From an optimization exercise on the open Yosys and OpenROAD flow, aimed at small area, a short achievable clock period and few clock cycles per item; shortcuts taken in it are not production practice.
In this exercise RTL edits were held to simulation tests only and were not proved equivalent to the original.

<file path="flow/design.v">
`default_nettype none
package yuvRgbPkg;
  typedef logic [7:0] sample_t;
  typedef logic [8:0] lineLen_t;
  typedef logic [7:0] pairIdx_t;
  typedef logic signed [31:0] acc_t;
  typedef struct packed {
    sample_t yEven;
    sample_t yOdd;
    sample_t u;
    sample_t v;
  } yuvPair_t;
  typedef struct packed {
    sample_t       yEven;
    sample_t       yOdd;
    sample_t [5:0] uTap;
    sample_t [5:0] vTap;
    logic          lastInLine;
  } chromaWin_t;
  typedef struct packed {
    sample_t yEven;
    sample_t yOdd;
    sample_t uEven;
    sample_t vEven;
    sample_t uOdd;
    sample_t vOdd;
    logic    lastInLine;
  } yuv444Pair_t;
  typedef struct packed {
    sample_t rEven;
    sample_t gEven;
    sample_t bEven;
    sample_t rOdd;
    sample_t gOdd;
    sample_t bOdd;
    logic    lastInLine;
  } rgbPair_t;
endpackage
`default_nettype wire
`timescale 1ns/1ps
`default_nettype none
module lineConfig (
  input  wire                       Clock_50_I,
  input  wire                       Resetn,
  input  wire                       cfgWrite,
  input  wire yuvRgbPkg::lineLen_t  cfgData,
  input  wire                       lineBoundary,
  output yuvRgbPkg::lineLen_t       lineLength,
  output logic                      cfgError
);
  yuvRgbPkg::lineLen_t pendLen;
  logic pendValid;
  logic inRange;
  assign inRange = (cfgData >= 4) && (cfgData <= 256);
  always_ff @(posedge Clock_50_I or negedge Resetn) begin
    if (!Resetn) begin
      lineLength <= yuvRgbPkg::lineLen_t'(160);
      pendValid  <= 1'b0;
      cfgError   <= 1'b0;
    end else begin
      if (lineBoundary && pendValid) begin
        lineLength <= pendLen;
        pendValid  <= 1'b0;
      end
      if (cfgWrite) begin
        if (inRange) begin
          pendValid <= 1'b1;
        end else begin
          cfgError <= 1'b1;
        end
      end
    end
  end
  always_ff @(posedge Clock_50_I) begin
    if (cfgWrite && inRange) begin
      pendLen <= cfgData;
    end
  end
endmodule
`default_nettype wire
`timescale 1ns/1ps
`default_nettype none
`default_nettype wire
`timescale 1ns/1ps
`default_nettype none
module chromaPart (
  input  wire [7:0]  t0, t1, t2, t3, t4,
  output wire [17:0] pa, pb
);
  wire [8:0] b = {1'b0, t1} + {1'b0, t4};
  wire [8:0] c = {1'b0, t2} + {1'b0, t3};
  firPart u_part (.t0(t0), .b(b), .c(c), .sa(pa), .sb(pb));
endmodule
module chromaInterp (
  input  wire [17:0] pa, pb,
  input  wire [7:0]  t5,
  output wire [7:0]  odd
);
  wire [9:0] hi;
  firSum u_sum (.pa(pa), .pb(pb), .t5(t5), .s(hi));
  assign odd = hi[9] ? 8'h00 : (hi[8] ? 8'hff : hi[7:0]);
endmodule
module pixelSplit (
  input  wire [22:0] yp,
  input  wire [7:0]  u, v,
  output wire [9:0]  hr, hg,
  output wire [10:0] hb,
  output wire        cr, cg, cb
);
  cscSumR u_r (.yp(yp), .v(v), .hi0(hr), .c(cr));
  cscSumG u_g (.yp(yp), .u(u), .v(v), .hi0(hg), .c(cg));
  cscSumB u_b (.yp(yp), .u(u), .hi0(hb), .c(cb));
endmodule
module pixelClip (
  input  wire [9:0]  hr, hg,
  input  wire [10:0] hb,
  input  wire        cr, cg, cb,
  output wire [23:0] rgb
);
  wire [9:0]  r = hr + {9'd0, cr};
  wire [9:0]  g = hg + {9'd0, cg};
  wire [10:0] b = hb + {10'd0, cb};
  assign rgb[23:16] = r[9]  ? 8'h00 : (r[8]      ? 8'hff : r[7:0]);
  assign rgb[15:8]  = g[9]  ? 8'h00 : (g[8]      ? 8'hff : g[7:0]);
  assign rgb[7:0]   = b[10] ? 8'h00 : ((|b[9:8]) ? 8'hff : b[7:0]);
endmodule
`default_nettype wire
`timescale 1ns/1ps
`default_nettype none
module lumaSum (input wire [7:0] y, output wire [22:0] s);
  wire n1 = ~y[0];
  wire n3 = ~y[1];
  wire n5 = ~y[2];
  wire n7 = ~y[0];
  wire n9 = ~(y[1] ^ y[3]);
  wire n10 = y[1] | y[3];
  wire n11 = ~(y[2] ^ y[4]);
  wire n12 = y[2] | y[4];
  wire n13 = n1 ^ y[3] ^ y[5];
  wire n14 = (n1 & y[3]) | (n1 & y[5]) | (y[3] & y[5]);
  wire n15 = y[0] ^ n3 ^ y[4];
  wire n16 = (y[0] & n3) | (y[0] & y[4]) | (n3 & y[4]);
  wire n17 = y[1] ^ n5 ^ y[5];
  wire n18 = (y[1] & n5) | (y[1] & y[5]) | (n5 & y[5]);
  wire n19 = ~(y[2] ^ y[3]);
  wire n20 = y[2] | y[3];
  wire n21 = ~y[4];
  wire n23 = ~y[0];
  wire n25 = ~(y[1] ^ y[3]);
  wire n26 = y[1] | y[3];
  wire n27 = n7 ^ y[2] ^ y[4];
  wire n28 = (n7 & y[2]) | (n7 & y[4]) | (y[2] & y[4]);
  wire n29 = y[0] ^ n9 ^ y[5];
  wire n30 = (y[0] & n9) | (y[0] & y[5]) | (n9 & y[5]);
  wire n31 = n10 ^ n11 ^ y[6];
  wire n32 = (n10 & n11) | (n10 & y[6]) | (n11 & y[6]);
  wire n33 = n12 ^ n13 ^ y[7];
  wire n34 = (n12 & n13) | (n12 & y[7]) | (n13 & y[7]);
  wire n35 = n14 ^ n15 ^ y[6];
  wire n36 = (n14 & n15) | (n14 & y[6]) | (n15 & y[6]);
  wire n37 = n16 ^ n17 ^ y[7];
  wire n38 = (n16 & n17) | (n16 & y[7]) | (n17 & y[7]);
  wire n39 = n18 ^ n19 ^ y[6];
  wire n40 = (n18 & n19) | (n18 & y[6]) | (n19 & y[6]);
  wire n41 = n20 ^ n21 ^ y[7];
  wire n42 = (n20 & n21) | (n20 & y[7]) | (n21 & y[7]);
  wire n43 = ~(y[4] ^ y[5]);
  wire n44 = y[4] | y[5];
  wire n45 = ~y[6];
  wire n47 = ~y[7];
  wire [22:0] ra = {1'b1, n47, n45, n43, n41, n39, n37, n35, n33, n31, n29, n27, n25, y[2], y[1], ~y[7], ~y[6], ~y[5], ~y[4], ~y[3], ~y[2], ~y[1], ~y[0]};
  wire [22:0] rb = {y[7], y[6], n44, n42, n40, n38, n36, n34, n32, n30, n28, n26, y[0], n23, 1'b1, y[0], 1'b0, 1'b0, 1'b0, 1'b0, 1'b0, 1'b0, 1'b1};
  wire [22:0] tot = ra + rb;
  assign s = tot[22:0];
endmodule
module cscSumR (input wire [22:0] yp, input wire [7:0] v, output wire [9:0] hi0, output wire c);
  wire n1 = ~v[2];
  wire n3 = ~(v[0] ^ v[3]);
  wire n4 = v[0] | v[3];
  wire n5 = v[5] ^ ~v[7];
  wire n6 = v[5] & ~v[7];
  wire n7 = ~(v[1] ^ v[4]);
  wire n8 = v[1] | v[4];
  wire n9 = v[6] ^ yp[6];
  wire n10 = v[6] & yp[6];
  wire n11 = v[2] ^ v[5] ^ v[7];
  wire n12 = (v[2] & v[5]) | (v[2] & v[7]) | (v[5] & v[7]);
  wire n13 = ~v[3];
  wire n15 = ~(~v[0] ^ v[4]);
  wire n16 = ~v[0] | v[4];
  wire n17 = ~~v[1];
  wire n19 = v[0] ^ ~v[2];
  wire n20 = v[0] & ~v[2];
  wire n21 = v[1] ^ ~v[3];
  wire n22 = v[1] & ~v[3];
  wire n23 = ~(~v[0] ^ v[2]);
  wire n24 = ~v[0] | v[2];
  wire n25 = ~(~v[1] ^ v[3]);
  wire n26 = ~v[1] | v[3];
  wire n27 = v[0] ^ ~v[2] ^ v[4];
  wire n28 = (v[0] & ~v[2]) | (v[0] & v[4]) | (~v[2] & v[4]);
  wire n29 = v[1] ^ ~v[3] ^ v[5];
  wire n30 = (v[1] & ~v[3]) | (v[1] & v[5]) | (~v[3] & v[5]);
  wire n31 = ~(v[2] ^ ~v[4]);
  wire n32 = v[2] | ~v[4];
  wire n33 = ~(v[3] ^ ~v[5]);
  wire n34 = v[3] | ~v[5];
  wire n35 = v[0] ^ v[2];
  wire n36 = v[0] & v[2];
  wire n37 = v[1] ^ v[3] ^ ~v[5];
  wire n38 = (v[1] & v[3]) | (v[1] & ~v[5]) | (v[3] & ~v[5]);
  wire n39 = n1 ^ v[4] ^ ~v[6];
  wire n40 = (n1 & v[4]) | (n1 & ~v[6]) | (v[4] & ~v[6]);
  wire n41 = v[2] ^ n5 ^ n3;
  wire n42 = (v[2] & n5) | (v[2] & n3) | (n5 & n3);
  wire n43 = n6 ^ n4 ^ n9;
  wire n44 = (n6 & n4) | (n6 & n9) | (n4 & n9);
  wire n45 = n10 ^ n8 ^ n11;
  wire n46 = (n10 & n8) | (n10 & n11) | (n8 & n11);
  wire n47 = n12 ^ n13 ^ v[6];
  wire n48 = (n12 & n13) | (n12 & v[6]) | (n13 & v[6]);
  wire n49 = v[3] ^ n15 ^ v[7];
  wire n50 = (v[3] & n15) | (v[3] & v[7]) | (n15 & v[7]);
  wire n51 = n16 ^ n17 ^ v[5];
  wire n52 = (n16 & n17) | (n16 & v[5]) | (n17 & v[5]);
  wire n53 = ~v[1] ^ n19 ^ v[6];
  wire n54 = (~v[1] & n19) | (~v[1] & v[6]) | (n19 & v[6]);
  wire n55 = n20 ^ n21 ^ v[7];
  wire n56 = (n20 & n21) | (n20 & v[7]) | (n21 & v[7]);
  wire n57 = n22 ^ n23 ^ ~v[4];
  wire n58 = (n22 & n23) | (n22 & ~v[4]) | (n23 & ~v[4]);
  wire n59 = n24 ^ n25 ^ ~v[5];
  wire n60 = (n24 & n25) | (n24 & ~v[5]) | (n25 & ~v[5]);
  wire n61 = n26 ^ n27 ^ ~v[6];
  wire n62 = (n26 & n27) | (n26 & ~v[6]) | (n27 & ~v[6]);
  wire n63 = n28 ^ n29 ^ ~v[7];
  wire n64 = (n28 & n29) | (n28 & ~v[7]) | (n29 & ~v[7]);
  wire n65 = n30 ^ n31 ^ v[6];
  wire n66 = (n30 & n31) | (n30 & v[6]) | (n31 & v[6]);
  wire n67 = n32 ^ n33 ^ v[7];
  wire n68 = (n32 & n33) | (n32 & v[7]) | (n33 & v[7]);
  wire n69 = n34 ^ v[4] ^ ~v[6];
  wire n70 = (n34 & v[4]) | (n34 & ~v[6]) | (v[4] & ~v[6]);
  wire n71 = v[5] ^ ~v[7];
  wire n72 = v[5] & ~v[7];
  wire n73 = ~v[6];
  wire n75 = v[0] ^ ~v[2];
  wire n76 = v[0] & ~v[2];
  wire n77 = v[1] ^ ~v[3] ^ yp[1];
  wire n78 = (v[1] & ~v[3]) | (v[1] & yp[1]) | (~v[3] & yp[1]);
  wire n79 = n35 ^ ~v[4] ^ yp[2];
  wire n80 = (n35 & ~v[4]) | (n35 & yp[2]) | (~v[4] & yp[2]);
  wire n81 = n36 ^ n37 ^ yp[3];
  wire n82 = (n36 & n37) | (n36 & yp[3]) | (n37 & yp[3]);
  wire n83 = n38 ^ n39 ^ yp[4];
  wire n84 = (n38 & n39) | (n38 & yp[4]) | (n39 & yp[4]);
  wire n85 = n40 ^ n41 ^ yp[5];
  wire n86 = (n40 & n41) | (n40 & yp[5]) | (n41 & yp[5]);
  wire n87 = n42 ^ n43 ^ n7;
  wire n88 = (n42 & n43) | (n42 & n7) | (n43 & n7);
  wire n89 = n44 ^ n45 ^ yp[7];
  wire n90 = (n44 & n45) | (n44 & yp[7]) | (n45 & yp[7]);
  wire n91 = n46 ^ n47 ^ yp[8];
  wire n92 = (n46 & n47) | (n46 & yp[8]) | (n47 & yp[8]);
  wire n93 = n48 ^ n49 ^ yp[9];
  wire n94 = (n48 & n49) | (n48 & yp[9]) | (n49 & yp[9]);
  wire n95 = n50 ^ n51 ^ yp[10];
  wire n96 = (n50 & n51) | (n50 & yp[10]) | (n51 & yp[10]);
  wire n97 = n52 ^ n53 ^ yp[11];
  wire n98 = (n52 & n53) | (n52 & yp[11]) | (n53 & yp[11]);
  wire n99 = n54 ^ n55 ^ yp[12];
  wire n100 = (n54 & n55) | (n54 & yp[12]) | (n55 & yp[12]);
  wire n101 = n56 ^ n57 ^ yp[13];
  wire n102 = (n56 & n57) | (n56 & yp[13]) | (n57 & yp[13]);
  wire n103 = n58 ^ n59 ^ yp[14];
  wire n104 = (n58 & n59) | (n58 & yp[14]) | (n59 & yp[14]);
  wire n105 = n60 ^ n61 ^ yp[15];
  wire n106 = (n60 & n61) | (n60 & yp[15]) | (n61 & yp[15]);
  wire n107 = n62 ^ n63 ^ yp[16];
  wire n108 = (n62 & n63) | (n62 & yp[16]) | (n63 & yp[16]);
  wire n109 = n64 ^ n65 ^ yp[17];
  wire n110 = (n64 & n65) | (n64 & yp[17]) | (n65 & yp[17]);
  wire n111 = n66 ^ n67 ^ yp[18];
  wire n112 = (n66 & n67) | (n66 & yp[18]) | (n67 & yp[18]);
  wire n113 = n68 ^ n69 ^ yp[19];
  wire n114 = (n68 & n69) | (n68 & yp[19]) | (n69 & yp[19]);
  wire n115 = n70 ^ n71 ^ yp[20];
  wire n116 = (n70 & n71) | (n70 & yp[20]) | (n71 & yp[20]);
  wire n117 = n72 ^ n73 ^ yp[21];
  wire n118 = (n72 & n73) | (n72 & yp[21]) | (n73 & yp[21]);
  wire n119 = v[6] ^ v[7] ^ yp[22];
  wire n120 = (v[6] & v[7]) | (v[6] & yp[22]) | (v[7] & yp[22]);
  wire [25:0] ra = {1'b1, n119, n117, n115, n113, n111, n109, n107, n105, n103, n101, n99, n97, n95, n93, n91, n89, n87, n85, n83, n81, n79, n77, yp[0], ~v[1], ~v[0]};
  wire [25:0] rb = {n120, n118, n116, n114, n112, n110, n108, n106, n104, n102, n100, n98, n96, n94, n92, n90, n88, n86, n84, n82, n80, n78, n76, n75, 1'b0, 1'b1};
  wire [16:0] low = {1'b0, ra[15:0]} + {1'b0, rb[15:0]};
  assign c = low[16];
  assign hi0 = ra[25:16] + rb[25:16];
endmodule
module cscSumG (input wire [22:0] yp, input wire [7:0] u, input wire [7:0] v, output wire [9:0] hi0, output wire c);
  wire n1 = ~v[1];
  wire n3 = ~v[0] ^ v[2] ^ ~v[4];
  wire n4 = (~v[0] & v[2]) | (~v[0] & ~v[4]) | (v[2] & ~v[4]);
  wire n5 = ~v[1] ^ v[3] ^ ~v[5];
  wire n6 = (~v[1] & v[3]) | (~v[1] & ~v[5]) | (v[3] & ~v[5]);
  wire n7 = ~(~v[2] ^ v[4]);
  wire n8 = ~v[2] | v[4];
  wire n9 = ~v[3] ^ v[5];
  wire n10 = ~v[3] & v[5];
  wire n11 = ~~v[4];
  wire n13 = ~v[0] ^ ~v[5];
  wire n14 = ~v[0] & ~v[5];
  wire n15 = ~v[1] ^ ~v[6] ^ ~u[1];
  wire n16 = (~v[1] & ~v[6]) | (~v[1] & ~u[1]) | (~v[6] & ~u[1]);
  wire n17 = ~v[2] ^ ~v[7] ^ ~u[2];
  wire n18 = (~v[2] & ~v[7]) | (~v[2] & ~u[2]) | (~v[7] & ~u[2]);
  wire n19 = ~v[3] ^ ~u[3];
  wire n20 = ~v[3] & ~u[3];
  wire n21 = ~v[4] ^ ~u[4];
  wire n22 = ~v[4] & ~u[4];
  wire n23 = ~v[5] ^ ~u[0] ^ ~u[5];
  wire n24 = (~v[5] & ~u[0]) | (~v[5] & ~u[5]) | (~u[0] & ~u[5]);
  wire n25 = ~v[6] ^ ~u[1];
  wire n26 = ~v[6] & ~u[1];
  wire n27 = ~(~v[0] ^ ~v[7]);
  wire n28 = ~v[0] | ~v[7];
  wire n29 = ~u[2] ^ ~u[7];
  wire n30 = ~u[2] & ~u[7];
  wire n31 = ~v[1] ^ u[0] ^ ~u[3];
  wire n32 = (~v[1] & u[0]) | (~v[1] & ~u[3]) | (u[0] & ~u[3]);
  wire n33 = ~(v[0] ^ ~v[2]);
  wire n34 = v[0] | ~v[2];
  wire n35 = u[1] ^ ~u[4];
  wire n36 = u[1] & ~u[4];
  wire n37 = n1 ^ ~v[3] ^ ~u[0];
  wire n38 = (n1 & ~v[3]) | (n1 & ~u[0]) | (~v[3] & ~u[0]);
  wire n39 = u[2] ^ ~u[5] ^ yp[13];
  wire n40 = (u[2] & ~u[5]) | (u[2] & yp[13]) | (~u[5] & yp[13]);
  wire n41 = v[1] ^ n3 ^ ~u[1];
  wire n42 = (v[1] & n3) | (v[1] & ~u[1]) | (n3 & ~u[1]);
  wire n43 = u[3] ^ ~u[6] ^ yp[14];
  wire n44 = (u[3] & ~u[6]) | (u[3] & yp[14]) | (~u[6] & yp[14]);
  wire n45 = n4 ^ n5 ^ ~u[2];
  wire n46 = (n4 & n5) | (n4 & ~u[2]) | (n5 & ~u[2]);
  wire n47 = u[4] ^ ~u[7] ^ yp[15];
  wire n48 = (u[4] & ~u[7]) | (u[4] & yp[15]) | (~u[7] & yp[15]);
  wire n49 = n6 ^ n7 ^ ~v[6];
  wire n50 = (n6 & n7) | (n6 & ~v[6]) | (n7 & ~v[6]);
  wire n51 = ~u[3] ^ u[5] ^ yp[16];
  wire n52 = (~u[3] & u[5]) | (~u[3] & yp[16]) | (u[5] & yp[16]);
  wire n53 = n8 ^ n9 ^ ~v[7];
  wire n54 = (n8 & n9) | (n8 & ~v[7]) | (n9 & ~v[7]);
  wire n55 = ~u[4] ^ u[6] ^ yp[17];
  wire n56 = (~u[4] & u[6]) | (~u[4] & yp[17]) | (u[6] & yp[17]);
  wire n57 = n10 ^ n11 ^ v[6];
  wire n58 = (n10 & n11) | (n10 & v[6]) | (n11 & v[6]);
  wire n59 = ~u[5] ^ u[7] ^ yp[18];
  wire n60 = (~u[5] & u[7]) | (~u[5] & yp[18]) | (u[7] & yp[18]);
  wire n61 = ~(~v[4] ^ ~v[5]);
  wire n62 = ~v[4] | ~v[5];
  wire n63 = v[7] ^ ~u[6] ^ yp[19];
  wire n64 = (v[7] & ~u[6]) | (v[7] & yp[19]) | (~u[6] & yp[19]);
  wire n65 = ~(~v[6] ^ ~u[7]);
  wire n66 = ~v[6] | ~u[7];
  wire n67 = n13 ^ ~u[0];
  wire n68 = n13 & ~u[0];
  wire n69 = n14 ^ n15 ^ u[3];
  wire n70 = (n14 & n15) | (n14 & u[3]) | (n15 & u[3]);
  wire n71 = n16 ^ n17 ^ u[4];
  wire n72 = (n16 & n17) | (n16 & u[4]) | (n17 & u[4]);
  wire n73 = n18 ^ n19 ^ u[5];
  wire n74 = (n18 & n19) | (n18 & u[5]) | (n19 & u[5]);
  wire n75 = n20 ^ n21 ^ u[6];
  wire n76 = (n20 & n21) | (n20 & u[6]) | (n21 & u[6]);
  wire n77 = n22 ^ n23 ^ u[7];
  wire n78 = (n22 & n23) | (n22 & u[7]) | (n23 & u[7]);
  wire n79 = n24 ^ n25 ^ ~u[6];
  wire n80 = (n24 & n25) | (n24 & ~u[6]) | (n25 & ~u[6]);
  wire n81 = n26 ^ n29 ^ n27;
  wire n82 = (n26 & n29) | (n26 & n27) | (n29 & n27);
  wire n83 = n30 ^ n28 ^ n31;
  wire n84 = (n30 & n28) | (n30 & n31) | (n28 & n31);
  wire n85 = n32 ^ n35 ^ n33;
  wire n86 = (n32 & n35) | (n32 & n33) | (n35 & n33);
  wire n87 = n36 ^ n34 ^ n39;
  wire n88 = (n36 & n34) | (n36 & n39) | (n34 & n39);
  wire n89 = n40 ^ n38 ^ n43;
  wire n90 = (n40 & n38) | (n40 & n43) | (n38 & n43);
  wire n91 = n44 ^ n42 ^ n47;
  wire n92 = (n44 & n42) | (n44 & n47) | (n42 & n47);
  wire n93 = n48 ^ n46 ^ n51;
  wire n94 = (n48 & n46) | (n48 & n51) | (n46 & n51);
  wire n95 = n52 ^ n50 ^ n55;
  wire n96 = (n52 & n50) | (n52 & n55) | (n50 & n55);
  wire n97 = n56 ^ n54 ^ n59;
  wire n98 = (n56 & n54) | (n56 & n59) | (n54 & n59);
  wire n99 = n60 ^ n58 ^ n63;
  wire n100 = (n60 & n58) | (n60 & n63) | (n58 & n63);
  wire n101 = n64 ^ n62 ^ n65;
  wire n102 = (n64 & n62) | (n64 & n65) | (n62 & n65);
  wire n103 = ~(n66 ^ ~v[7]);
  wire n104 = n66 | ~v[7];
  wire n105 = ~v[3] ^ u[0];
  wire n106 = ~v[3] & u[0];
  wire n107 = ~v[4] ^ u[1] ^ yp[2];
  wire n108 = (~v[4] & u[1]) | (~v[4] & yp[2]) | (u[1] & yp[2]);
  wire n109 = n67 ^ u[2] ^ yp[3];
  wire n110 = (n67 & u[2]) | (n67 & yp[3]) | (u[2] & yp[3]);
  wire n111 = n68 ^ n69 ^ yp[4];
  wire n112 = (n68 & n69) | (n68 & yp[4]) | (n69 & yp[4]);
  wire n113 = n70 ^ n71 ^ yp[5];
  wire n114 = (n70 & n71) | (n70 & yp[5]) | (n71 & yp[5]);
  wire n115 = n72 ^ n73 ^ yp[6];
  wire n116 = (n72 & n73) | (n72 & yp[6]) | (n73 & yp[6]);
  wire n117 = n74 ^ n75 ^ yp[7];
  wire n118 = (n74 & n75) | (n74 & yp[7]) | (n75 & yp[7]);
  wire n119 = n76 ^ n77 ^ yp[8];
  wire n120 = (n76 & n77) | (n76 & yp[8]) | (n77 & yp[8]);
  wire n121 = n78 ^ n79 ^ yp[9];
  wire n122 = (n78 & n79) | (n78 & yp[9]) | (n79 & yp[9]);
  wire n123 = n80 ^ n81 ^ yp[10];
  wire n124 = (n80 & n81) | (n80 & yp[10]) | (n81 & yp[10]);
  wire n125 = n82 ^ n83 ^ yp[11];
  wire n126 = (n82 & n83) | (n82 & yp[11]) | (n83 & yp[11]);
  wire n127 = n84 ^ n85 ^ yp[12];
  wire n128 = (n84 & n85) | (n84 & yp[12]) | (n85 & yp[12]);
  wire n129 = n86 ^ n87 ^ n37;
  wire n130 = (n86 & n87) | (n86 & n37) | (n87 & n37);
  wire n131 = n88 ^ n89 ^ n41;
  wire n132 = (n88 & n89) | (n88 & n41) | (n89 & n41);
  wire n133 = n90 ^ n91 ^ n45;
  wire n134 = (n90 & n91) | (n90 & n45) | (n91 & n45);
  wire n135 = n92 ^ n93 ^ n49;
  wire n136 = (n92 & n93) | (n92 & n49) | (n93 & n49);
  wire n137 = n94 ^ n95 ^ n53;
  wire n138 = (n94 & n95) | (n94 & n53) | (n95 & n53);
  wire n139 = n96 ^ n97 ^ n57;
  wire n140 = (n96 & n97) | (n96 & n57) | (n97 & n57);
  wire n141 = n98 ^ n99 ^ n61;
  wire n142 = (n98 & n99) | (n98 & n61) | (n99 & n61);
  wire n143 = n100 ^ n101 ^ yp[20];
  wire n144 = (n100 & n101) | (n100 & yp[20]) | (n101 & yp[20]);
  wire n145 = n102 ^ n103 ^ yp[21];
  wire n146 = (n102 & n103) | (n102 & yp[21]) | (n103 & yp[21]);
  wire n147 = n104 ^ yp[22];
  wire n148 = n104 & yp[22];
  wire [25:0] ra = {1'b1, n147, n145, n143, n141, n139, n137, n135, n133, n131, n129, n127, n125, n123, n121, n119, n117, n115, n113, n111, n109, n107, yp[1], yp[0], ~v[1], ~v[0]};
  wire [25:0] rb = {n148, n146, n144, n142, n140, n138, n136, n134, n132, n130, n128, n126, n124, n122, n120, n118, n116, n114, n112, n110, n108, n106, n105, ~v[2], 1'b0, 1'b1};
  wire [16:0] low = {1'b0, ra[15:0]} + {1'b0, rb[15:0]};
  assign c = low[16];
  assign hi0 = ra[25:16] + rb[25:16];
endmodule
module cscSumB (input wire [22:0] yp, input wire [7:0] u, output wire [10:0] hi0, output wire c);
  wire n1 = ~u[1];
  wire n3 = ~(u[0] ^ u[2]);
  wire n4 = u[0] | u[2];
  wire n5 = ~u[5] ^ ~u[7];
  wire n6 = ~u[5] & ~u[7];
  wire n7 = ~(u[1] ^ u[3]);
  wire n8 = u[1] | u[3];
  wire n9 = ~u[6] ^ yp[6];
  wire n10 = ~u[6] & yp[6];
  wire n11 = u[2] ^ u[4] ^ ~u[7];
  wire n12 = (u[2] & u[4]) | (u[2] & ~u[7]) | (u[4] & ~u[7]);
  wire n13 = ~(u[0] ^ u[3]);
  wire n14 = u[0] | u[3];
  wire n15 = ~(u[1] ^ u[4]);
  wire n16 = u[1] | u[4];
  wire n17 = u[2] ^ u[5];
  wire n18 = u[2] & u[5];
  wire n19 = ~~u[0];
  wire n21 = ~u[1] ^ ~u[3];
  wire n22 = ~u[1] & ~u[3];
  wire n23 = ~u[2] ^ ~u[4];
  wire n24 = ~u[2] & ~u[4];
  wire n25 = u[0] ^ ~u[3] ^ ~u[5];
  wire n26 = (u[0] & ~u[3]) | (u[0] & ~u[5]) | (~u[3] & ~u[5]);
  wire n27 = n1 ^ ~u[4] ^ ~u[6];
  wire n28 = (n1 & ~u[4]) | (n1 & ~u[6]) | (~u[4] & ~u[6]);
  wire n29 = u[1] ^ n5 ^ n3;
  wire n30 = (u[1] & n5) | (u[1] & n3) | (n5 & n3);
  wire n31 = n6 ^ n4 ^ n9;
  wire n32 = (n6 & n4) | (n6 & n9) | (n4 & n9);
  wire n33 = n10 ^ n8 ^ n11;
  wire n34 = (n10 & n8) | (n10 & n11) | (n8 & n11);
  wire n35 = n12 ^ n13 ^ u[5];
  wire n36 = (n12 & n13) | (n12 & u[5]) | (n13 & u[5]);
  wire n37 = n14 ^ n15 ^ u[6];
  wire n38 = (n14 & n15) | (n14 & u[6]) | (n15 & u[6]);
  wire n39 = n16 ^ n17 ^ u[7];
  wire n40 = (n16 & n17) | (n16 & u[7]) | (n17 & u[7]);
  wire n41 = n18 ^ u[3] ^ u[6];
  wire n42 = (n18 & u[3]) | (n18 & u[6]) | (u[3] & u[6]);
  wire n43 = u[4] ^ u[7];
  wire n44 = u[4] & u[7];
  wire n45 = ~u[0];
  wire n47 = n19 ^ ~u[2];
  wire n48 = n19 & ~u[2];
  wire n49 = ~u[0] ^ n21 ^ yp[1];
  wire n50 = (~u[0] & n21) | (~u[0] & yp[1]) | (n21 & yp[1]);
  wire n51 = n22 ^ n23 ^ yp[2];
  wire n52 = (n22 & n23) | (n22 & yp[2]) | (n23 & yp[2]);
  wire n53 = n24 ^ n25 ^ yp[3];
  wire n54 = (n24 & n25) | (n24 & yp[3]) | (n25 & yp[3]);
  wire n55 = n26 ^ n27 ^ yp[4];
  wire n56 = (n26 & n27) | (n26 & yp[4]) | (n27 & yp[4]);
  wire n57 = n28 ^ n29 ^ yp[5];
  wire n58 = (n28 & n29) | (n28 & yp[5]) | (n29 & yp[5]);
  wire n59 = n30 ^ n31 ^ n7;
  wire n60 = (n30 & n31) | (n30 & n7) | (n31 & n7);
  wire n61 = n32 ^ n33 ^ yp[7];
  wire n62 = (n32 & n33) | (n32 & yp[7]) | (n33 & yp[7]);
  wire n63 = n34 ^ n35 ^ yp[8];
  wire n64 = (n34 & n35) | (n34 & yp[8]) | (n35 & yp[8]);
  wire n65 = n36 ^ n37 ^ yp[9];
  wire n66 = (n36 & n37) | (n36 & yp[9]) | (n37 & yp[9]);
  wire n67 = n38 ^ n39 ^ yp[10];
  wire n68 = (n38 & n39) | (n38 & yp[10]) | (n39 & yp[10]);
  wire n69 = n40 ^ n41 ^ yp[11];
  wire n70 = (n40 & n41) | (n40 & yp[11]) | (n41 & yp[11]);
  wire n71 = n42 ^ n43 ^ yp[12];
  wire n72 = (n42 & n43) | (n42 & yp[12]) | (n43 & yp[12]);
  wire n73 = n44 ^ u[5] ^ yp[13];
  wire n74 = (n44 & u[5]) | (n44 & yp[13]) | (u[5] & yp[13]);
  wire n75 = ~(u[6] ^ yp[14]);
  wire n76 = u[6] | yp[14];
  wire n77 = n45 ^ u[7] ^ yp[15];
  wire n78 = (n45 & u[7]) | (n45 & yp[15]) | (u[7] & yp[15]);
  wire n79 = u[0] ^ u[1] ^ yp[16];
  wire n80 = (u[0] & u[1]) | (u[0] & yp[16]) | (u[1] & yp[16]);
  wire n81 = ~(u[2] ^ yp[17]);
  wire n82 = u[2] | yp[17];
  wire n83 = u[3] ^ yp[18];
  wire n84 = u[3] & yp[18];
  wire n85 = ~(u[4] ^ yp[19]);
  wire n86 = u[4] | yp[19];
  wire n87 = ~(u[5] ^ yp[20]);
  wire n88 = u[5] | yp[20];
  wire n89 = ~(u[6] ^ yp[21]);
  wire n90 = u[6] | yp[21];
  wire n91 = u[7] ^ yp[22];
  wire n92 = u[7] & yp[22];
  wire [26:0] ra = {1'b1, 1'b1, n91, n89, n87, n85, n83, n81, n79, n77, n75, n73, n71, n69, n67, n65, n63, n61, n59, n57, n55, n53, n51, n49, yp[0], ~u[1], ~u[0]};
  wire [26:0] rb = {1'b0, n92, n90, n88, n86, n84, n82, n80, n78, n76, n74, n72, n70, n68, n66, n64, n62, n60, n58, n56, n54, n52, n50, n48, n47, 1'b0, 1'b1};
  wire [16:0] low = {1'b0, ra[15:0]} + {1'b0, rb[15:0]};
  assign c = low[16];
  assign hi0 = ra[26:16] + rb[26:16];
endmodule
module firPart (input wire [7:0] t0, input wire [8:0] b, input wire [8:0] c, output wire [17:0] sa, output wire [17:0] sb);
  wire n1 = ~c[0];
  wire n3 = c[0] ^ ~c[5];
  wire n4 = c[0] & ~c[5];
  wire n5 = ~(c[1] ^ ~c[6]);
  wire n6 = c[1] | ~c[6];
  wire n7 = ~b[0] ^ b[2] ^ ~b[4];
  wire n8 = (~b[0] & b[2]) | (~b[0] & ~b[4]) | (b[2] & ~b[4]);
  wire n9 = n1 ^ c[2] ^ ~c[7];
  wire n10 = (n1 & c[2]) | (n1 & ~c[7]) | (c[2] & ~c[7]);
  wire n11 = ~b[1] ^ b[3] ^ ~b[5];
  wire n12 = (~b[1] & b[3]) | (~b[1] & ~b[5]) | (b[3] & ~b[5]);
  wire n13 = t0[3] ^ t0[5];
  wire n14 = t0[3] & t0[5];
  wire n15 = c[0] ^ c[1] ^ c[3];
  wire n16 = (c[0] & c[1]) | (c[0] & c[3]) | (c[1] & c[3]);
  wire n17 = ~c[8] ^ ~b[2] ^ b[4];
  wire n18 = (~c[8] & ~b[2]) | (~c[8] & b[4]) | (~b[2] & b[4]);
  wire n19 = ~b[6] ^ t0[4] ^ t0[6];
  wire n20 = (~b[6] & t0[4]) | (~b[6] & t0[6]) | (t0[4] & t0[6]);
  wire n21 = ~(c[2] ^ c[4]);
  wire n22 = c[2] | c[4];
  wire n23 = ~b[3] ^ b[5] ^ ~b[7];
  wire n24 = (~b[3] & b[5]) | (~b[3] & ~b[7]) | (b[5] & ~b[7]);
  wire n25 = t0[5] ^ t0[7];
  wire n26 = t0[5] & t0[7];
  wire n27 = ~(c[3] ^ c[5]);
  wire n28 = c[3] | c[5];
  wire n29 = ~b[4] ^ b[6] ^ ~b[8];
  wire n30 = (~b[4] & b[6]) | (~b[4] & ~b[8]) | (b[6] & ~b[8]);
  wire n31 = c[4] ^ c[6];
  wire n32 = c[4] & c[6];
  wire n33 = ~~c[2];
  wire n35 = ~c[3] ^ ~b[1];
  wire n36 = ~c[3] & ~b[1];
  wire n37 = ~c[4] ^ b[0] ^ ~b[2];
  wire n38 = (~c[4] & b[0]) | (~c[4] & ~b[2]) | (b[0] & ~b[2]);
  wire n39 = t0[0] ^ t0[2];
  wire n40 = t0[0] & t0[2];
  wire n41 = n3 ^ b[1] ^ ~b[3];
  wire n42 = (n3 & b[1]) | (n3 & ~b[3]) | (b[1] & ~b[3]);
  wire n43 = t0[1] ^ t0[3] ^ t0[5];
  wire n44 = (t0[1] & t0[3]) | (t0[1] & t0[5]) | (t0[3] & t0[5]);
  wire n45 = n4 ^ n7 ^ n5;
  wire n46 = (n4 & n7) | (n4 & n5) | (n7 & n5);
  wire n47 = t0[2] ^ t0[4] ^ t0[6];
  wire n48 = (t0[2] & t0[4]) | (t0[2] & t0[6]) | (t0[4] & t0[6]);
  wire n49 = n8 ^ n6 ^ n13;
  wire n50 = (n8 & n6) | (n8 & n13) | (n6 & n13);
  wire n51 = n11 ^ n9 ^ t0[7];
  wire n52 = (n11 & n9) | (n11 & t0[7]) | (n9 & t0[7]);
  wire n53 = n14 ^ n12 ^ n10;
  wire n54 = (n14 & n12) | (n14 & n10) | (n12 & n10);
  wire n55 = n19 ^ n17 ^ n15;
  wire n56 = (n19 & n17) | (n19 & n15) | (n17 & n15);
  wire n57 = n20 ^ n18 ^ n16;
  wire n58 = (n20 & n18) | (n20 & n16) | (n18 & n16);
  wire n59 = n25 ^ n23 ^ n21;
  wire n60 = (n25 & n23) | (n25 & n21) | (n23 & n21);
  wire n61 = n26 ^ n24 ^ n22;
  wire n62 = (n26 & n24) | (n26 & n22) | (n24 & n22);
  wire n63 = n29 ^ n27 ^ t0[6];
  wire n64 = (n29 & n27) | (n29 & t0[6]) | (n27 & t0[6]);
  wire n65 = n30 ^ n28 ^ n31;
  wire n66 = (n30 & n28) | (n30 & n31) | (n28 & n31);
  wire n67 = ~b[5] ^ b[7] ^ t0[7];
  wire n68 = (~b[5] & b[7]) | (~b[5] & t0[7]) | (b[7] & t0[7]);
  wire n69 = ~(n32 ^ c[5]);
  wire n70 = n32 | c[5];
  wire n71 = c[7] ^ ~b[6] ^ b[8];
  wire n72 = (c[7] & ~b[6]) | (c[7] & b[8]) | (~b[6] & b[8]);
  wire n73 = ~(c[6] ^ c[8]);
  wire n74 = c[6] | c[8];
  wire n75 = n33 ^ ~b[0];
  wire n76 = n33 & ~b[0];
  wire n77 = ~c[2] ^ n35 ^ t0[1];
  wire n78 = (~c[2] & n35) | (~c[2] & t0[1]) | (n35 & t0[1]);
  wire n79 = n36 ^ n39 ^ n37;
  wire n80 = (n36 & n39) | (n36 & n37) | (n39 & n37);
  wire n81 = n40 ^ n38 ^ n43;
  wire n82 = (n40 & n38) | (n40 & n43) | (n38 & n43);
  wire n83 = n44 ^ n42 ^ n47;
  wire n84 = (n44 & n42) | (n44 & n47) | (n42 & n47);
  wire n85 = n48 ^ n46 ^ n51;
  wire n86 = (n48 & n46) | (n48 & n51) | (n46 & n51);
  wire n87 = n52 ^ n50 ^ n55;
  wire n88 = (n52 & n50) | (n52 & n55) | (n50 & n55);
  wire n89 = n56 ^ n54 ^ n59;
  wire n90 = (n56 & n54) | (n56 & n59) | (n54 & n59);
  wire n91 = n60 ^ n58 ^ n63;
  wire n92 = (n60 & n58) | (n60 & n63) | (n58 & n63);
  wire n93 = n64 ^ n62 ^ n67;
  wire n94 = (n64 & n62) | (n64 & n67) | (n62 & n67);
  wire n95 = n68 ^ n66 ^ n71;
  wire n96 = (n68 & n66) | (n68 & n71) | (n66 & n71);
  wire n97 = n72 ^ n70 ^ n73;
  wire n98 = (n72 & n70) | (n72 & n73) | (n70 & n73);
  wire n99 = ~(n74 ^ c[7]);
  wire n100 = n74 | c[7];
  wire n101 = ~~c[0];
  wire n103 = ~c[1] ^ t0[1];
  wire n104 = ~c[1] & t0[1];
  wire n105 = n75 ^ t0[0] ^ t0[2];
  wire n106 = (n75 & t0[0]) | (n75 & t0[2]) | (t0[0] & t0[2]);
  wire n107 = n76 ^ n77 ^ t0[3];
  wire n108 = (n76 & n77) | (n76 & t0[3]) | (n77 & t0[3]);
  wire n109 = n78 ^ n79 ^ t0[4];
  wire n110 = (n78 & n79) | (n78 & t0[4]) | (n79 & t0[4]);
  wire n111 = n80 ^ n81 ^ n41;
  wire n112 = (n80 & n81) | (n80 & n41) | (n81 & n41);
  wire n113 = n82 ^ n83 ^ n45;
  wire n114 = (n82 & n83) | (n82 & n45) | (n83 & n45);
  wire n115 = n84 ^ n85 ^ n49;
  wire n116 = (n84 & n85) | (n84 & n49) | (n85 & n49);
  wire n117 = n86 ^ n87 ^ n53;
  wire n118 = (n86 & n87) | (n86 & n53) | (n87 & n53);
  wire n119 = n88 ^ n89 ^ n57;
  wire n120 = (n88 & n89) | (n88 & n57) | (n89 & n57);
  wire n121 = n90 ^ n91 ^ n61;
  wire n122 = (n90 & n91) | (n90 & n61) | (n91 & n61);
  wire n123 = n92 ^ n93 ^ n65;
  wire n124 = (n92 & n93) | (n92 & n65) | (n93 & n65);
  wire n125 = n94 ^ n95 ^ n69;
  wire n126 = (n94 & n95) | (n94 & n69) | (n95 & n69);
  wire n127 = n96 ^ n97 ^ ~b[7];
  wire n128 = (n96 & n97) | (n96 & ~b[7]) | (n97 & ~b[7]);
  wire n129 = n98 ^ n99 ^ ~b[8];
  wire n130 = (n98 & n99) | (n98 & ~b[8]) | (n99 & ~b[8]);
  wire n131 = n100 ^ c[8];
  wire n132 = n100 & c[8];
  wire [17:0] ra = {1'b1, 1'b1, n131, n129, n127, n125, n123, n121, n119, n117, n115, n113, n111, n109, n107, n105, n103, t0[0]};
  wire [17:0] rb = {1'b0, n132, n130, n128, n126, n124, n122, n120, n118, n116, n114, n112, n110, n108, n106, n104, ~c[0], n101};
  assign sa = ra;
  assign sb = rb;
endmodule
module firSum (input wire [17:0] pa, input wire [17:0] pb, input wire [7:0] t5, output wire [9:0] s);
  wire n1 = t5[0] ^ t5[2];
  wire n2 = t5[0] & t5[2];
  wire n3 = t5[1] ^ t5[3] ^ t5[5];
  wire n4 = (t5[1] & t5[3]) | (t5[1] & t5[5]) | (t5[3] & t5[5]);
  wire n5 = t5[2] ^ t5[4] ^ t5[6];
  wire n6 = (t5[2] & t5[4]) | (t5[2] & t5[6]) | (t5[4] & t5[6]);
  wire n7 = t5[3] ^ t5[5] ^ t5[7];
  wire n8 = (t5[3] & t5[5]) | (t5[3] & t5[7]) | (t5[5] & t5[7]);
  wire n9 = t5[4] ^ t5[6];
  wire n10 = t5[4] & t5[6];
  wire n11 = t5[5] ^ t5[7];
  wire n12 = t5[5] & t5[7];
  wire n13 = t5[0] ^ t5[2];
  wire n14 = t5[0] & t5[2];
  wire n15 = t5[1] ^ t5[3] ^ pb[3];
  wire n16 = (t5[1] & t5[3]) | (t5[1] & pb[3]) | (t5[3] & pb[3]);
  wire n17 = n1 ^ t5[4] ^ pb[4];
  wire n18 = (n1 & t5[4]) | (n1 & pb[4]) | (t5[4] & pb[4]);
  wire n19 = n2 ^ n3 ^ pb[5];
  wire n20 = (n2 & n3) | (n2 & pb[5]) | (n3 & pb[5]);
  wire n21 = n4 ^ n5 ^ pb[6];
  wire n22 = (n4 & n5) | (n4 & pb[6]) | (n5 & pb[6]);
  wire n23 = n6 ^ n7 ^ pb[7];
  wire n24 = (n6 & n7) | (n6 & pb[7]) | (n7 & pb[7]);
  wire n25 = n8 ^ n9 ^ pb[8];
  wire n26 = (n8 & n9) | (n8 & pb[8]) | (n9 & pb[8]);
  wire n27 = n10 ^ n11 ^ pb[9];
  wire n28 = (n10 & n11) | (n10 & pb[9]) | (n11 & pb[9]);
  wire n29 = n12 ^ t5[6] ^ pb[10];
  wire n30 = (n12 & t5[6]) | (n12 & pb[10]) | (t5[6] & pb[10]);
  wire n31 = t5[7] ^ pb[11];
  wire n32 = t5[7] & pb[11];
  wire n33 = t5[0] ^ pb[0];
  wire n34 = t5[0] & pb[0];
  wire n35 = t5[1] ^ pb[1] ^ pa[1];
  wire n36 = (t5[1] & pb[1]) | (t5[1] & pa[1]) | (pb[1] & pa[1]);
  wire n37 = n13 ^ pb[2] ^ pa[2];
  wire n38 = (n13 & pb[2]) | (n13 & pa[2]) | (pb[2] & pa[2]);
  wire n39 = n14 ^ n15 ^ pa[3];
  wire n40 = (n14 & n15) | (n14 & pa[3]) | (n15 & pa[3]);
  wire n41 = n16 ^ n17 ^ pa[4];
  wire n42 = (n16 & n17) | (n16 & pa[4]) | (n17 & pa[4]);
  wire n43 = n18 ^ n19 ^ pa[5];
  wire n44 = (n18 & n19) | (n18 & pa[5]) | (n19 & pa[5]);
  wire n45 = n20 ^ n21 ^ pa[6];
  wire n46 = (n20 & n21) | (n20 & pa[6]) | (n21 & pa[6]);
  wire n47 = n22 ^ n23 ^ pa[7];
  wire n48 = (n22 & n23) | (n22 & pa[7]) | (n23 & pa[7]);
  wire n49 = n24 ^ n25 ^ pa[8];
  wire n50 = (n24 & n25) | (n24 & pa[8]) | (n25 & pa[8]);
  wire n51 = n26 ^ n27 ^ pa[9];
  wire n52 = (n26 & n27) | (n26 & pa[9]) | (n27 & pa[9]);
  wire n53 = n28 ^ n29 ^ pa[10];
  wire n54 = (n28 & n29) | (n28 & pa[10]) | (n29 & pa[10]);
  wire n55 = n30 ^ n31 ^ pa[11];
  wire n56 = (n30 & n31) | (n30 & pa[11]) | (n31 & pa[11]);
  wire n57 = n32 ^ pb[12] ^ pa[12];
  wire n58 = (n32 & pb[12]) | (n32 & pa[12]) | (pb[12] & pa[12]);
  wire n59 = pb[13] ^ pa[13];
  wire n60 = pb[13] & pa[13];
  wire n61 = pb[14] ^ pa[14];
  wire n62 = pb[14] & pa[14];
  wire n63 = pb[15] ^ pa[15];
  wire n64 = pb[15] & pa[15];
  wire n65 = pb[16] ^ pa[16];
  wire n66 = pb[16] & pa[16];
  wire n67 = pb[17] ^ pa[17];
  wire n68 = pb[17] & pa[17];
  wire [17:0] ra = {n67, n65, n63, n61, n59, n57, n55, n53, n51, n49, n47, n45, n43, n41, n39, n37, n35, pa[0]};
  wire [17:0] rb = {n66, n64, n62, n60, n58, n56, n54, n52, n50, n48, n46, n44, n42, n40, n38, n36, n34, n33};
  wire [17:0] tot = ra + rb;
  assign s = tot[17:8];
endmodule
`default_nettype wire
`timescale 1ns/1ps
`default_nettype none
module yuvToRgbTop (
  input  wire                       Clock_50_I,
  input  wire                       Resetn,
  input  wire [31:0]                inPair,
  input  wire                       inValid,
  input  wire                       rgbReady,
  input  wire                       cfgWrite,
  input  wire [8:0]                 cfgData,
  output logic                      inReady,
  output logic [48:0]               rgbPair,
  output logic                      rgbValid,
  output logic [8:0]                lineLength,
  output logic                      cfgError
);
  logic       inRdy;        
  logic       en;           
  logic [7:0] pairCnt;      
  logic [1:0] flushCnt;     
  logic       accept;
  logic       isLast;
  logic       isFirst;
  logic       lineBoundary;
  logic       flushStep;
  assign accept       = inValid && inRdy;
  assign isLast       = ({1'b0, pairCnt} == lineLength - 9'd1);
  assign isFirst      = (pairCnt == 8'd0);
  assign lineBoundary = accept ? isLast : isFirst;
  assign flushStep    = en && (flushCnt != 2'd0);
  assign inReady      = inRdy;
  lineConfig u_lineConfig (
    .Clock_50_I   (Clock_50_I),
    .Resetn       (Resetn),
    .cfgWrite     (cfgWrite),
    .cfgData      (cfgData),
    .lineBoundary (lineBoundary),
    .lineLength   (lineLength),
    .cfgError     (cfgError)
  );
  logic        outValid;
  logic        skidValid;
  logic        outFree;
  logic        push;
  logic [48:0] result;
  logic [48:0] skid;
  logic        resValid;
  logic        skidNext;
  logic [1:0]  flushNext;
  assign outFree  = !outValid || rgbReady;
  assign push     = en && resValid;
  assign skidNext = skidValid ? !outFree : (push && !outFree);
  always_comb begin
    flushNext = flushCnt;
    if (accept && isLast) flushNext = 2'd3;
    else if (flushStep)   flushNext = flushCnt - 2'd1;
  end
  always_ff @(posedge Clock_50_I or negedge Resetn) begin
    if (!Resetn) begin
      inRdy     <= 1'b0;
      en        <= 1'b0;
      pairCnt   <= '0;
      flushCnt  <= '0;
      outValid  <= 1'b0;
      skidValid <= 1'b0;
    end else begin
      if (accept) pairCnt <= isLast ? 8'd0 : pairCnt + 8'd1;
      flushCnt  <= flushNext;
      en        <= !skidNext;
      inRdy     <= !skidNext && (flushNext == 2'd0);
      skidValid <= skidNext;
      if (outFree) outValid <= skidValid || push;
    end
  end
  always_ff @(posedge Clock_50_I) begin
    if (!skidValid) skid <= result;
    if (outFree) rgbPair <= skidValid ? skid : result;
  end
  assign rgbValid = outValid;
  logic [7:0]  yE [0:3];
  logic [7:0]  yO [0:3];
  logic [7:0]  uT [1:5];
  logic [7:0]  vT [1:5];
  logic [17:0] uPa, uPb;
  logic [17:0] vPa, vPb;
  logic [17:0] uPaNext, uPbNext;
  logic [17:0] vPaNext, vPbNext;
  logic        winValid;
  logic        winLast;
  logic        shift;
  assign shift = accept || flushStep;
  chromaPart u_partU (.t0(uT[1]), .t1(uT[2]), .t2(uT[3]), .t3(uT[4]), .t4(uT[5]), .pa(uPaNext), .pb(uPbNext));
  chromaPart u_partV (.t0(vT[1]), .t1(vT[2]), .t2(vT[3]), .t3(vT[4]), .t4(vT[5]), .pa(vPaNext), .pb(vPbNext));
  always_ff @(posedge Clock_50_I) begin
    if (accept) begin
      yE[3] <= inPair[31:24];
      yO[3] <= inPair[23:16];
      uT[5] <= inPair[15:8];
      vT[5] <= inPair[7:0];
    end
    if (shift) begin
      for (int i = 0; i < 3; i++) begin
        yE[i] <= yE[i+1];
        yO[i] <= yO[i+1];
      end
      for (int i = 1; i < 3; i++) begin
        uT[i] <= uT[i+1];
        vT[i] <= vT[i+1];
      end
      uT[3] <= (accept && isFirst) ? inPair[15:8] : uT[4];
      uT[4] <= (accept && isFirst) ? inPair[15:8] : uT[5];
      vT[3] <= (accept && isFirst) ? inPair[7:0]  : vT[4];
      vT[4] <= (accept && isFirst) ? inPair[7:0]  : vT[5];
      uPa <= uPaNext;
      uPb <= uPbNext;
      vPa <= vPaNext;
      vPb <= vPbNext;
    end
  end
  always_ff @(posedge Clock_50_I or negedge Resetn) begin
    if (!Resetn) begin
      winValid <= 1'b0;
    end else if (en) begin
      winValid <= (accept && (pairCnt >= 8'd3)) || flushStep;
    end
  end
  always_ff @(posedge Clock_50_I) begin
    if (en) winLast <= flushStep && (flushCnt == 2'd1);
  end
  logic [7:0]  uOdd;
  logic [7:0]  vOdd;
  logic [22:0] ypEven;
  logic [22:0] ypOdd;
  chromaInterp u_firU (.pa(uPa), .pb(uPb), .t5(uT[5]), .odd(uOdd));
  chromaInterp u_firV (.pa(vPa), .pb(vPb), .t5(vT[5]), .odd(vOdd));
  lumaSum u_lumaE (.y(yE[0]), .s(ypEven));
  lumaSum u_lumaO (.y(yO[0]), .s(ypOdd));
  logic        p1Valid;
  logic [22:0] p1YpE;
  logic [22:0] p1YpO;
  logic [7:0]  p1UE;
  logic [7:0]  p1VE;
  logic [7:0]  p1UO;
  logic [7:0]  p1VO;
  logic        p1Last;
  always_ff @(posedge Clock_50_I or negedge Resetn) begin
    if (!Resetn) p1Valid <= 1'b0;
    else if (en) p1Valid <= winValid;
  end
  always_ff @(posedge Clock_50_I) begin
    if (en) begin
      p1YpE  <= ypEven;
      p1YpO  <= ypOdd;
      p1UE   <= uT[2];
      p1VE   <= vT[2];
      p1UO   <= uOdd;
      p1VO   <= vOdd;
      p1Last <= winLast;
    end
  end
  logic [9:0]  hrE, hgE, hrO, hgO;
  logic [10:0] hbE, hbO;
  logic        crE, cgE, cbE, crO, cgO, cbO;
  pixelSplit u_sumE (.yp(p1YpE), .u(p1UE), .v(p1VE), .hr(hrE), .hg(hgE), .hb(hbE), .cr(crE), .cg(cgE), .cb(cbE));
  pixelSplit u_sumO (.yp(p1YpO), .u(p1UO), .v(p1VO), .hr(hrO), .hg(hgO), .hb(hbO), .cr(crO), .cg(cgO), .cb(cbO));
  logic        p2Valid;
  logic [9:0]  p2HrE, p2HgE, p2HrO, p2HgO;
  logic [10:0] p2HbE, p2HbO;
  logic        p2CrE, p2CgE, p2CbE, p2CrO, p2CgO, p2CbO;
  logic        p2Last;
  always_ff @(posedge Clock_50_I or negedge Resetn) begin
    if (!Resetn) p2Valid <= 1'b0;
    else if (en) p2Valid <= p1Valid;
  end
  always_ff @(posedge Clock_50_I) begin
    if (en) begin
      p2HrE <= hrE; p2HgE <= hgE; p2HbE <= hbE;
      p2CrE <= crE; p2CgE <= cgE; p2CbE <= cbE;
      p2HrO <= hrO; p2HgO <= hgO; p2HbO <= hbO;
      p2CrO <= crO; p2CgO <= cgO; p2CbO <= cbO;
      p2Last <= p1Last;
    end
  end
  logic [23:0] rgbEven;
  logic [23:0] rgbOdd;
  pixelClip u_clipE (.hr(p2HrE), .hg(p2HgE), .hb(p2HbE), .cr(p2CrE), .cg(p2CgE), .cb(p2CbE), .rgb(rgbEven));
  pixelClip u_clipO (.hr(p2HrO), .hg(p2HgO), .hb(p2HbO), .cr(p2CrO), .cg(p2CgO), .cb(p2CbO), .rgb(rgbOdd));
  assign result   = {rgbEven, rgbOdd, p2Last};
  assign resValid = p2Valid;
endmodule
`default_nettype wire
</file>
<file path="flow/flow/run.sh">
#!/bin/bash
set -euo pipefail
bash ./standard.sh SETUP_SLACK_MARGIN=6.9 MATCH_CELL_FOOTPRINT=0 finish > standard_flow.log 2>&1
</file>
<file path="flow/standard.sh">
#!/bin/bash
# synth_recipe.tcl (not shown) runs the flow's synth.tcl, then flattens the netlist and writes it again
# the make line also repeats each setting of config.mk as NAME=value (left out here)
make -C /OpenROAD-flow-scripts/flow DESIGN_CONFIG=/design/flow/config.mk WORK_HOME=/design/flow/orfs CLKGATE_MAP_FILE= SYNTH_SCRIPT=/design/flow/synth_recipe.tcl "${@:-finish}"
</file>
<file path="flow/config.mk">
export PLATFORM = sky130hd
export DESIGN_NAME = yuvToRgbTop
export DESIGN_NICKNAME = yuvToRgbTop
export VERILOG_FILES = /design/flow/design.v
export SDC_FILE = /design/flow/constraint.sdc
export NUM_CORES = 4
export LEC_CHECK = 0
export CAP_MARGIN = 20
export CORE_MARGIN = 2
export CORE_UTILIZATION = 70
export SETUP_SLACK_MARGIN = 5
export SLEW_MARGIN = 20
</file>
<file path="flow/constraint.sdc">
create_clock -name core_clock -period 11.0 [get_ports {Clock_50_I}]
set_input_delay 2.2000 -clock core_clock [delete_from_list [all_inputs] [get_ports {Clock_50_I}]]
set_output_delay 2.2000 -clock core_clock [all_outputs]
set_load 0.01 [all_outputs]
</file>
==> metrics.md, run 1 <==
| Metric | Value |
|---|---|
| Outcome | `no timing/DRC/antenna violations` |
| Post-synthesis cell area | `~37,000 µm²` |
| CP bufs+invs | `12` |
| Clk latency of the worst-skew pair | `about 0.63 ns` |
| CP Max Fanout | `2` |
| Final Wtd Congestion | `slightly above 0.9` |
| Hold Path Class | `flop to flop` |
| Port bufs | `106` |
| RSZ-0062 raised after global routing | `true` |
| First-pass GRT wire length | `130,000 µm` |
| Final-report max-slew violation count | `0` |
| Min Tclk post-route | `roughly 4.3 ns` |
| Clock sinks | `about 490` |
| Hold_sp | `yE[2][1]` |
| Register bit total from synthesis | `between 400 and 500` |
| Final Hold Vio Count | `0` |
| CP required | `11.36 ns` |
| CP Cell Sequence | `ha_1 > a21o_1 > a21oi_2 > nor2b_1 > o21a_1 > o41ai_4 > xnor2_2 > inv_2 > buf_4 > buf_4 > buf_4 > buf_4 > buf_4 > buf_4 > buf_4 > buf_4 > buf_4 > buf_4 > ha_4 > fa_1 > inv_1` |
| # diodes | `0` |
| Vias in the first global route | `25,200` |
| Most used cell, CP | `buf_4` |
| Vias post-DR | `about 24,000` |
| EDFF count, synth | `roughly 420` |
| Critical path launch point type | `flop` |
| Total congestion overflow | `0` |
| Post-CTS Hold Fix Bufs | `0` |
| Area growth syn-to-layout | `16.0%` |
| Clk pin slew, worst setup/hold paths | `0.07 ns` |
| Clock tree from TritonCTS | `done` |
| Reg-to-reg startpoint | `vT[4][1]` |
| H-tree depth | `2` |
| Finished Cell Area | `around 43,000 µm²` |
| Root Driver | `clkbuf_16` |
| Register-to-Register Path Depth | `21` |
| Io pins | `between 100 and 150` |
| Max-cap viol count | `0` |
| Post-layout net count | `approximately 4,300` |
| Vias/cell | `~5.7` |
| Syn Inst Count | `around 3,100` |
| Share of layout cells above drive strength 1 | `around 14%` |
| Top_reg_cell synth | `edfxtp_1` |
| Crit-path leading delay family | `buffers and inverters` |
| FMAX | `roughly 0.23 GHz` |
| Slowest-stage cell, CP | `fa_1` |
| Initial DRC Count | `between 1,000 and 1,500` |
| Die Span Y | `approximately 230 µm` |
| Final WL | `approximately 83,000 µm` |
| Syn. warnings | `10` |
| Syn_nets | `~4,000` |
| Crit path from | `vT[4][1]` |
| Initial Utilization | `a little over two thirds` |
| Setup CP Type | `flop to flop` |
| Num CTS Buffers | `53` |
| Layout Skew | `~0.040 ns` |
| Die width | `about 230 µm` |
| Worst slew margin | `between 30% and 40%` |
| 1st-pass router iterations | `5` |
| Tot GR Track Use | `between 30 and 40%` |
| Slew @ Worst Pin | `~1.0 ns` |
| Worst Hold Depth | `0` |
| CP Data Arrival Time | `4.62 ns` |
| Die ar. | `54,900 µm²` |
| Routed Antenna Nets | `0` |
| Post-synthesis sequential area ratio | `approximately two fifths` |
| Syn_area_per_cell | `11.9 µm²` |
| Initial antenna violation count | `2` |
| Cell Rows | `84` |
| Max incr delay on CP | `0.54 ns` |
| Largest net degree at the start of global routing | `90` |
| DR DRC count | `0` |
| Setup TNS | `0 ns` |
| CTS max path bufs | `3` |
| Routed WL per cell | `~20 µm` |
| Final setup viols | `0` |
| Levels on crit path | `21` |
| Fin crit share | `about two fifths` |
| Critical Path End Type | `flop` |
| Ys async rst share | `under 10%` |
| Placement Cell Area | `slightly below 40,000 µm²` |
| Placeable core area | `52,600 µm²` |
| Number of distinct library cells after synthesis | `between 70 and 80` |
| HPWL after DPL | `slightly above 60,000 µm` |
| Worst hold slack | `~0.41 ns` |
worst paths after layout:
| check | endpoint | slack [ns] |
|---|---|---|
| setup / recovery | vPa[14] | 6.74 |
| setup reg to reg | vPa[14] | 6.74 |
| hold / removal | yE[1][1] | 0.41 |
| hold reg to reg | yE[1][1] | 0.41 |
| min in group asynchronous | u_lineConfig.lineLength[6] | 1.98 |
| max in group asynchronous | u_lineConfig.lineLength[7] | 8.72 |
stage by stage:
stage	utilization, %	cells	worst slack, ns
after CTS	80.1	4130	6.79
after global routing	82.0	4199	6.65
after detailed placement	74.5	3921	5.49
after global placement	74.5	3921	5.56
after floorplan	-	3132	6.48
final	82.0	4199	6.74
cell type report:
class	instances	area (µm²)
multi-input combinational	1937	21000
clock inverter	32	347
tap	688	861
clock buffer	67	1460
timing repair buffer	295	2530
fill	2980	9480
sequential	494	14200
inverter	686	2640
timing repair:
item                                    in CTS  in global routing
pin swaps                                   43                 84
buffers inserted                           110                 69
hold endpoints to repair                     0                  0
endpoints found under the setup margin     182                149
gates resized for setup                    106                117
gates cloned                                 0                  0
sequential cells by signal, indices dropped and copies added (netlist names), 23 cells and up:
| signal | cells |
|---|---|
| uT | 40 |
| yO | 32 |
| rgbPair | 49 |
| yE | 32 |
| vT | 40 |
| p1YpO | 23 |
| p1YpE | 23 |
| skid | 49 |
logic make-up (layout without fill, tap and decap cells):
family	count (synthesis)	in the layout	share of synthesized area, %
buffers and inverters	701	1080	7.13
AND/OR/NAND/NOR	489	489	6.38
adder cells (fa/ha/maj)	819	819	35.9
multiplexers	19	19	0.643
AO/OA/AOI/OAI	418	418	7.15
flip-flops	494	494	38.2
XOR/XNOR	192	192	4.60
synthesized netlist by cell type (23+ instances only):
cell,number,area share [%]
and3_1,33,0.56
o21ai_0,97,1.3
edfxtp_1,417,34
xnor2_1,122,2.9
nand3_1,37,0.50
dfrtp_1,26,1.8
fa_1,410,22
nand2_1,174,1.8
dfxtp_1,49,2.6
ha_1,405,14
a21oi_1,121,1.6
a21o_1,76,1.5
inv_1,684,6.9
nor2b_1,24,0.40
nor3_1,25,0.34
nand4_1,23,0.39
nor2_1,99,1.0
xor2_1,68,1.6
layer usage:
metal | wire length, µm | track usage, %
met4 | 3930 | 13.3
met1 | 31400 | 36.9
met3 | 4240 | 4.39
met5 | 19 | 0
met2 | 43300 | 55.8
placed cells by master (no fill, tap or decap), types with 16 or more instances in the layout:
cell type	synthesis	final
inv_1	684	645
edfxtp_1	417	417
ha_1	405	387
fa_1	410	382
buf_4	0	180
nand2_1	174	173
xnor2_1	122	108
clkdlybuf4s50_1	0	106
a21oi_1	121	95
nor2_1	99	94
o21ai_0	97	78
a21o_1	76	76
xor2_1	68	63
clkbuf_16	0	54
dfxtp_1	49	49
nand3_1	37	35
and3_1	33	32
fa_2	0	28
inv_2	0	24
dfrtp_1	26	24
a21oi_2	0	23
nor3_1	25	23
nand4_1	23	23
nor2b_1	24	22
o21a_1	20	20
nand2b_1	21	19
clkinvlp_4	0	16
a22o_1	16	16
Testbench counts, summed over its fixed seeds: cycles 4,100, items 3,972.
==> inputs of run 2 (changes only) <==
--- a/flow/config.mk
+++ b/flow/config.mk
@@ -9,3 +9,4 @@
 export CORE_MARGIN = 2
-export CORE_UTILIZATION = 70
+export CORE_UTILIZATION = 60
+export CTS_BUF_LIST = sky130_fd_sc_hd__clkbuf_8
 export SETUP_SLACK_MARGIN = 5
==> metrics.md, run 2 <==
| Metric | Value |
|---|---|
| Outcome | `no timing/DRC/antenna violations` |
| Ys async rst share | `5.67% (unchanged)` |
| Max incr delay on CP | `0.57 ns (+0.03 ns)` |
| RSZ-0062 raised after global routing | `true` |
| Fin crit share | `37.8% (-0.91 points)` |
| Post-CTS Hold Fix Bufs | `0 (unchanged)` |
| Fillers | `4,552 (+53%)` |
| Final Hold Vio Count | `0 (unchanged)` |
| Register bit total from synthesis | `494 (unchanged)` |
| 1st-pass router iterations | `5 (unchanged)` |
| CP Cell Sequence | `buf_6 > buf_6 > fa_2 > fa_2 > fa_1 > ha_2 > or4_4 > nor3_4 > o31ai_4 > mux2i_1 > a311oi_2 > buf_4 > a21oi_1` |
| Levels on crit path | `13 (-38%)` |
| Min Tclk post-route | `4.16 ns (-0.101 ns)` |
| Syn. warnings | `10 (unchanged)` |
| Most common cell in the netlist | `inv_1` |
| Die width | `253 µm (+7.9%)` |
| Die ar. | `63,900 µm² (+16%)` |
| Commonest cells post-synth | `inv_1 (684), edfxtp_1 (417), fa_1 (410), ha_1 (405), nand2_1 (174)` |
| CP required | `11.41 ns (+0.05 ns)` |
| Crit-path leading delay family | `adder cells` |
| Reg-to-reg startpoint | `vT[5][3]` |
| Final WL | `82,100 µm (-1.0%)` |
| Largest net degree at the start of global routing | `68 (-24%)` |
| Clock tree from TritonCTS | `done` |
| Multi-input logic area | `20,900 µm² (-0.54%)` |
| Area growth syn-to-layout | `15.1%` |
| Register area | `14,200 µm² (about the same)` |
| First-pass GRT wire length | `130,000 µm (+0.18%)` |
| HPWL after DPL | `62,900 µm (+2.7%)` |
| Cell Rows | `91 (+8.3%)` |
| Post-synth top area cell | `edfxtp_1` |
| Clock sinks | `494 (unchanged)` |
| Most frequent cells in the layout | `inv_1 (678), edfxtp_1 (417), ha_1 (387), fa_1 (386), nand2_1 (173)` |
| Max-cap viol count | `0 (unchanged)` |
| Slew @ Worst Pin | `0.964 ns (-0.0741 ns)` |
| Top_reg_cell synth | `edfxtp_1` |
| Top cell type's share of synthesized area | `33.7% (unchanged)` |
| Final Wtd Congestion | `0.918 (+0.32%)` |
| Reg2reg end | `p1VO[0]` |
| Biggest regs | `rgbPair: 49 flops, skid: 49 flops` |
| Worst slew margin | `35.3% (+4.4 points)` |
| Post-synthesis sequential area ratio | `38.2% (unchanged)` |
| Critical Path End Type | `flop` |
| Largest cells by area after synthesis | `edfxtp_1 (34%), fa_1 (22%), ha_1 (14%), inv_1 (6.9%), xnor2_1 (2.9%)` |
| Placeable core area | `61,500 µm² (+17%)` |
| CP Data Arrival Time | `4.56 ns (-0.06 ns)` |
| Tot GR Track Use | `26.5% (-4.3 points)` |
| Syn Inst Count | `3,132 (unchanged)` |
| Post-synthesis cell area | `37,100 µm² (unchanged)` |
| Syn_nets | `3,993 (unchanged)` |
| Vias in the first global route | `25,300 (+0.42%)` |
| Io pins | `107 (unchanged)` |
| Die Span Y | `253 µm (+7.9%)` |
| Placement Cell Area | `39,300 µm² (+0.31%)` |
| EDFF count, synth | `417 (unchanged)` |
| Root Driver | `clkbuf_8` |
| Final-report max-slew violation count | `0 (unchanged)` |
| Crit path from | `vT[5][3]` |
| Worst reg-to-reg setup slack | `6.84 ns (+0.10 ns)` |
| Commonest non-fill, non-tap cell in the layout | `inv_1` |
| Number of distinct library cells after synthesis | `73 (unchanged)` |
| Clk latency of the worst-skew pair | `0.70 ns (+0.07 ns)` |
| Initial antenna violation count | `1 (-1)` |
| Initial DRC Count | `1,165 (-15%)` |
| Vias post-DR | `23,300 (-2.5%)` |
| Routed WL per cell | `19.0 µm (-4.0%)` |
| Register-to-Register Path Depth | `13 (-38%)` |
| CP Max Fanout | `7 (+5)` |
| CP bufs+invs | `3 (-9)` |
| Post-layout net count | `4,335 (+0.16%)` |
==> run 2: cell counts after synthesis <==
No cell type changed its count.
==> run 2: routing by layer <==
metal	global-route usage [%]	vias up	routed length [µm]
met4	12.4	0	3890
met5	0	-	0
met1	32.5	11600	33400
met2	46.5	481	41900
li1	-	11100	-
met3	3.74	204	2940
==> run 2: cell type report <==
class | instances | area share, %
Timing Repair Buffer | 267 | 5.45
Antenna cell | 2 | 0.0117
Multi-Input combinational cell | 1939 | 48.9
Inverter | 686 | 6.14
Tap cell | 790 | 2.31
Sequential cell | 494 | 33.3
Clock buffer | 91 | 2.93
Clock inverter | 60 | 0.981
==> run 2: through the flow <==
stage                     hold slack [ns]  setup WS, ns  util, %  cells
final                               0.401          6.84     69.5   4329
after global routing                0.405          6.72     69.5   4329
after CTS                           0.405          6.83     68.6   4284
after detailed placement            0.405          5.36     63.9   4022
after global placement              0.401          5.43     63.9   4022
after floorplan                     0.400          6.48        -   3132
==> run 2: kinds of logic (layout without fill, tap and decap cells) <==
family | Yosys count | in the layout | share of synthesized area, %
compound gates | 418 | 418 | 7.15
mux | 19 | 19 | 0.643
flops | 494 | 494 | 38.2
xor+xnor | 192 | 192 | 4.60
other cells | 0 | 2 | 0
buf+inv | 701 | 1104 | 7.13
simple gates | 489 | 491 | 6.38
fa+ha+maj | 819 | 819 | 35.9
==> run 2: worst min path at each step <==
stage | start | end | cells past startpoint
after global placement | yO[1][5] | yO[0][5] | 0
after CTS | yO[2][7] | yO[1][7] | 0
final | yE[1][5] | yE[0][5] | 0
after floorplan | winLast | p1Last | 0
after global routing | yE[1][5] | yE[0][5] | 0
after detailed placement | yO[1][2] | yO[0][2] | 0
==> run 2: timing repair <==
action / in CTS / in global routing
pin swaps: 49 / 74
cloned: 1 / 1
endpoints found under the setup margin: 159 / 91
setup buffers: 110 / 42
resized for setup: 112 / 83

[re-timing with driven ports]
The results above use ideal ports. As a check the final layouts listed here were re-extracted and re-timed, cells and wires unchanged. Step 1 assumes that a clkbuf_16 drives the clock port and a buf_2 every other input. Step 2, shift: input delay + t, output delay - t, t = (earliest + latest rising clock arrival at the registers) / 2. This alone moves slack from input paths to output paths. Slacks: ideal ports / drivers / drivers and shift; pairs: ideal ports / drivers.
run	shift t [ns]	setup slack, ns	pins driven straight from the clock port
run 1	0.673	6.743 / 6.743 / 6.381	1
run 2	0.726	6.844 / 6.844 / 6.372	1
After both steps setup and hold are still met in every run listed. The setup slack of run 2, which loses most, moves by 0.000 ns with the drivers and by -0.472 ns with both steps.
